This design comes from an exercise in tuning for small area, a short achievable clock period and few clock cycles per item on the open sky130 flow, not from production work. The RTL was checked by simulation tests, not by an equivalence proof against the original design.

==> inputs of wip/xenon <==
==> flow/design.v (excerpt) <==
module wtm32 (
  input  wire logic        clk,
  input  wire logic        arst_n,
  input  wire logic        in_valid,
  input  wire logic [31:0] in_a,
  input  wire logic [31:0] in_b,
  output logic             in_ready,
  output logic             out_valid,
  output logic [63:0]      out_product,
  input  wire logic        credit_ret
);
Settings: LEC_CHECK=0, CAP_MARGIN=20, CORE_MARGIN=2, CORE_UTILIZATION=40, SLEW_MARGIN=20; clock period 8.0 ns.
run.sh (not shown) runs the stock make flow with config.mk's settings and CLKGATE_MAP_FILE= SYNTH_SCRIPT=/design/flow/synth_recipe.tcl, a recipe that flattens the netlist after the stock synthesis.
==> wip/pepper: changes against wip/xenon <==
ABC_CLOCK_PERIOD_IN_PS = 3500   (was not set)
SETUP_SLACK_MARGIN = 4.5   (was not set)
==> wip/ember: changes against wip/xenon <==
ABC_CLOCK_PERIOD_IN_PS = 1500   (was not set)
SETUP_SLACK_MARGIN = 4.5   (was not set)
==> comparison <==
In sequential share of layout area, wip/ember and wip/pepper do not differ. In register-to-register slack, wip/pepper and wip/ember hardly differ. Of wip/pepper and wip/xenon, wip/pepper has the higher design area (gap about 5%, measured against wip/xenon). In synthesized cell count, wip/pepper and wip/ember do not differ. Wire length is the same in wip/pepper and wip/ember. In global-route usage, wip/ember and wip/pepper do not differ. In wip/ember the final cell count is higher than in wip/xenon, by about 1.3%. Hold slack is the same in wip/pepper and wip/ember. First-iteration DRC count is the same in wip/ember and wip/pepper. Of wip/pepper and wip/xenon, wip/pepper has the higher maximum frequency (gap 18%, measured against wip/xenon).
==> figures <==
                                                                            wip/ember               wip/pepper                wip/xenon
Critical path's largest stage delay                                            620 ps                   620 ps                   520 ps
Via count of the first global-routing pass                                      27.0k                    27.0k                    26.4k
Total Nets Final                                                                 4152                     4152                     4089
Non-clock buffer share of cell area                                             6.99%                    6.99%                    4.99%
Filler Cell Count                                                                7912                     7912                     8035
Total wirelength of the detailed-routed design                              114000 um                114000 um                114000 um
Fin Clk Skew                                                                  15.4 ps                  15.4 ps                  23.7 ps
Launch instance of the worst min-delay path                                        v2                       v2                       v1
Proportion of cell area occupied by multi-input gates                           59.8%                    59.8%                    60.3%
Core utilization of the finished layout                                         46.9%                    46.9%                    44.6%
Final area over synthesized area                                               1.165x                   1.165x                   1.109x
HPWL Detailed                                                                75200 um                 75200 um                 75300 um
Final worst hold slack                                                         348 ps                   348 ps                   351 ps
Maximum number of pins on one net before global-route repair                       37                       37                       53
Number of vias after detailed routing                                           26.2k                    26.2k                    25.7k
Avg Vias per Cell                                                                5.60                     5.60                     5.57
Share of layout cells above drive strength 1                                    11.9%                    11.9%                    6.24%
Run status                                                    complete, no violations  complete, no violations  complete, no violations
Testbench counts of wip/xenon, summed over its fixed seeds: cycles 3,224, items 3,200.
Testbench counts of wip/pepper, summed over its fixed seeds: cycles 3,224, items 3,200.
Testbench counts of wip/ember, summed over its fixed seeds: cycles 3,224, items 3,200.

==> try-garnet: inputs <==
wtm32, a different RTL version from the one above (not shown whole).
Settings: LEC_CHECK=0, CAP_MARGIN=20, CORE_MARGIN=2, CORE_UTILIZATION=40, SLEW_MARGIN=20, SYNTH_HIERARCHICAL=1; clock period 8.0 ns.
==> try-pepper (differences from try-garnet) <==
==> flow/flow/run.sh (new file) <==
#!/bin/bash
# Own flow: the standard synthesis, then every combinational cell that
# synthesis sized above drive 1 is set back to drive 1 (hierarchical
# synthesis sizes each leaf module alone, without its real load), then
# the standard layout from floorplan to finish.  Timing repair in the
# layout steps upsizes again where a path needs it.
set -euo pipefail
bash standard.sh synth > synth_std.log 2>&1
R=orfs/results/${FLOW_PLATFORM}/wtm32/base
python3 flow/downsize.py "$R/1_2_yosys.v" > downsize.log 2>&1
rm -f "$R/1_synth.odb" "$R/1_synth.sdc"
bash standard.sh > layout_std.log 2>&1
==> flow/flow/downsize.py (new file) <==
#!/usr/bin/env python3
"""Set combinational cells of a sky130hd netlist to drive strength 1.
Flip-flops, latches, buffers, clock cells and tie cells are left alone."""
import re, sys
path = sys.argv[1]
src = open(path).read()
KEEP = ('df', 'dl', 'sdf', 'edf', 'buf', 'clk', 'conb', 'tap', 'fill', 'decap', 'diode', 'dly', 'ha_', 'fa_')
import os
lib = os.path.join(os.environ.get('FLOW_HOME', '/OpenROAD-flow-scripts/flow'),
                   'platforms/sky130hd/lib/sky130_fd_sc_hd__tt_025C_1v80.lib')
cells = set(re.findall(r'cell \("sky130_fd_sc_hd__(\w+)"\)', open(lib).read()))
count = {}
def repl(m):
    base, size = m.group(1), m.group(2)
    name = base + '_' + size
    if size in ('0', '1') or name.startswith(KEEP) or (base + '_1') not in cells:
        return m.group(0)
    count[name] = count.get(name, 0) + 1
    return 'sky130_fd_sc_hd__' + base + '_1 '
out = re.sub(r'\bsky130_fd_sc_hd__([a-z0-9]+(?:_[a-z0-9]+)*?)_(\d+)\s', repl, src)
open(path, 'w').write(out)
for k, v in sorted(count.items()):
    print(k, '->', k.rsplit('_', 1)[0] + '_1', v)
==> flow/standard.sh (new file) <==
#!/bin/bash
# synth_recipe.tcl (not shown) runs the flow's synth.tcl, then flattens the netlist and writes it again
# the make line also repeats each setting of config.mk as NAME=value (left out here)
make -C /OpenROAD-flow-scripts/flow DESIGN_CONFIG=/design/flow/config.mk WORK_HOME=/design/flow/orfs CLKGATE_MAP_FILE= SYNTH_SCRIPT=/design/flow/synth_recipe.tcl "${@:-finish}"
--- a/flow/config.mk
+++ b/flow/config.mk
@@ -10,2 +10,3 @@
 export CORE_UTILIZATION = 40
+export SETUP_SLACK_MARGIN = 4.8
 export SLEW_MARGIN = 20
removed: flow/run.sh
==> try-cedar (differences from try-garnet) <==
--- a/flow/config.mk
+++ b/flow/config.mk
@@ -10,2 +10,3 @@
 export CORE_UTILIZATION = 40
+export SETUP_SLACK_MARGIN = 4.8
 export SLEW_MARGIN = 20
==> qor summary <==
| metric | try-garnet | try-pepper | try-cedar |
|---|---|---|---|
| Antenna violations before repair | 1 | 0 | 1 |
| DRT Wirelength | 122,000 um | 123,000 um | 131,000 um |
| Highest metal used | met4 | met4 | met5 |
| Post-synth top area share | 27.2% | - | 27.2% |
| Maximum frequency from static timing analysis | 267 MHz | 309 MHz | 316 MHz |
| Cell repeated most along the worst path | fa_1 | buf_4 | fa_1 |
| Cell area after synthesis | 0.0344 mm^2 | 0.0313 mm^2 | 0.0344 mm^2 |
| Worst path arrival time | 4.21 ns | 3.72 ns | 3.65 ns |
| Run status | no timing/DRC/antenna violations | no timing/DRC/antenna violations | no timing/DRC/antenna violations |
| Post-detailed-placement half-perimeter wirelength | 80,600 um | 74,500 um | 78,100 um |
| WP data required | 8.47 ns | 8.49 ns | 8.49 ns |
| Library cell with the highest instance count after synthesis | xnor2_1 | - | xnor2_1 |
| Sequential Area | 0.00798 mm^2 | 0.00801 mm^2 | 0.00807 mm^2 |
| Area of the multi-input gates | 0.0261 mm^2 | 0.0240 mm^2 | 0.0270 mm^2 |
| Non-filler cells in the finished layout | 4,372 | 4,332 | 4,550 |
| # diodes | 1 | 0 | 0 |
| Most instantiated flip-flop cell in the synthesis netlist | dfxtp_1 | - | dfxtp_1 |
Testbench counts of try-garnet, summed over its fixed seeds: cycles 3,224, items 3,200.
Testbench counts of try-pepper, summed over its fixed seeds: cycles 3,224, items 3,200.
Testbench counts of try-cedar, summed over its fixed seeds: cycles 3,224, items 3,200.

## separate check: timing with driven ports
The flow's constraints put no driver on any port. The routed layouts listed below were extracted and timed again, unchanged, in two steps. Step 1 sets driving cells, clkbuf_16 on the clock port and buf_2 on the other inputs (assumed; they add their load-dependent delay and slew). Step 2 adds t to the input delays and takes it off the output delays; t is the mean of the earliest and latest rising clock arrival at the registers after step 1. Input paths then give back, and output paths get back, about the clock's delay inside the block. a / b / c = no drivers / after step 1 / after step 2; a / b = the first two.
run	t (ns)	slack for setup (ns)	hold slack, ns	clock arrival spread, ns
wip/xenon	0.659	3.268 / 3.268 / 3.268	0.351 / 0.351 / 0.351	0.024 / 0.024
wip/pepper	0.650	4.005 / 4.005 / 4.005	0.348 / 0.348 / 0.348	0.016 / 0.016
wip/ember	0.650	4.005 / 4.005 / 4.005	0.348 / 0.348 / 0.348	0.016 / 0.016
try-garnet	0.663	4.262 / 4.262 / 4.262	0.358 / 0.358 / 0.358	0.028 / 0.028
try-pepper	0.657	4.767 / 4.767 / 4.767	0.352 / 0.352 / 0.352	0.026 / 0.026
try-cedar	0.669	4.835 / 4.805 / 4.770	0.350 / 0.350 / 0.350	0.033 / 0.033
After both steps setup and hold are still met in every run listed. The setup slack of try-cedar, which loses most, moves by -0.030 ns with the drivers and by -0.065 ns with both steps.
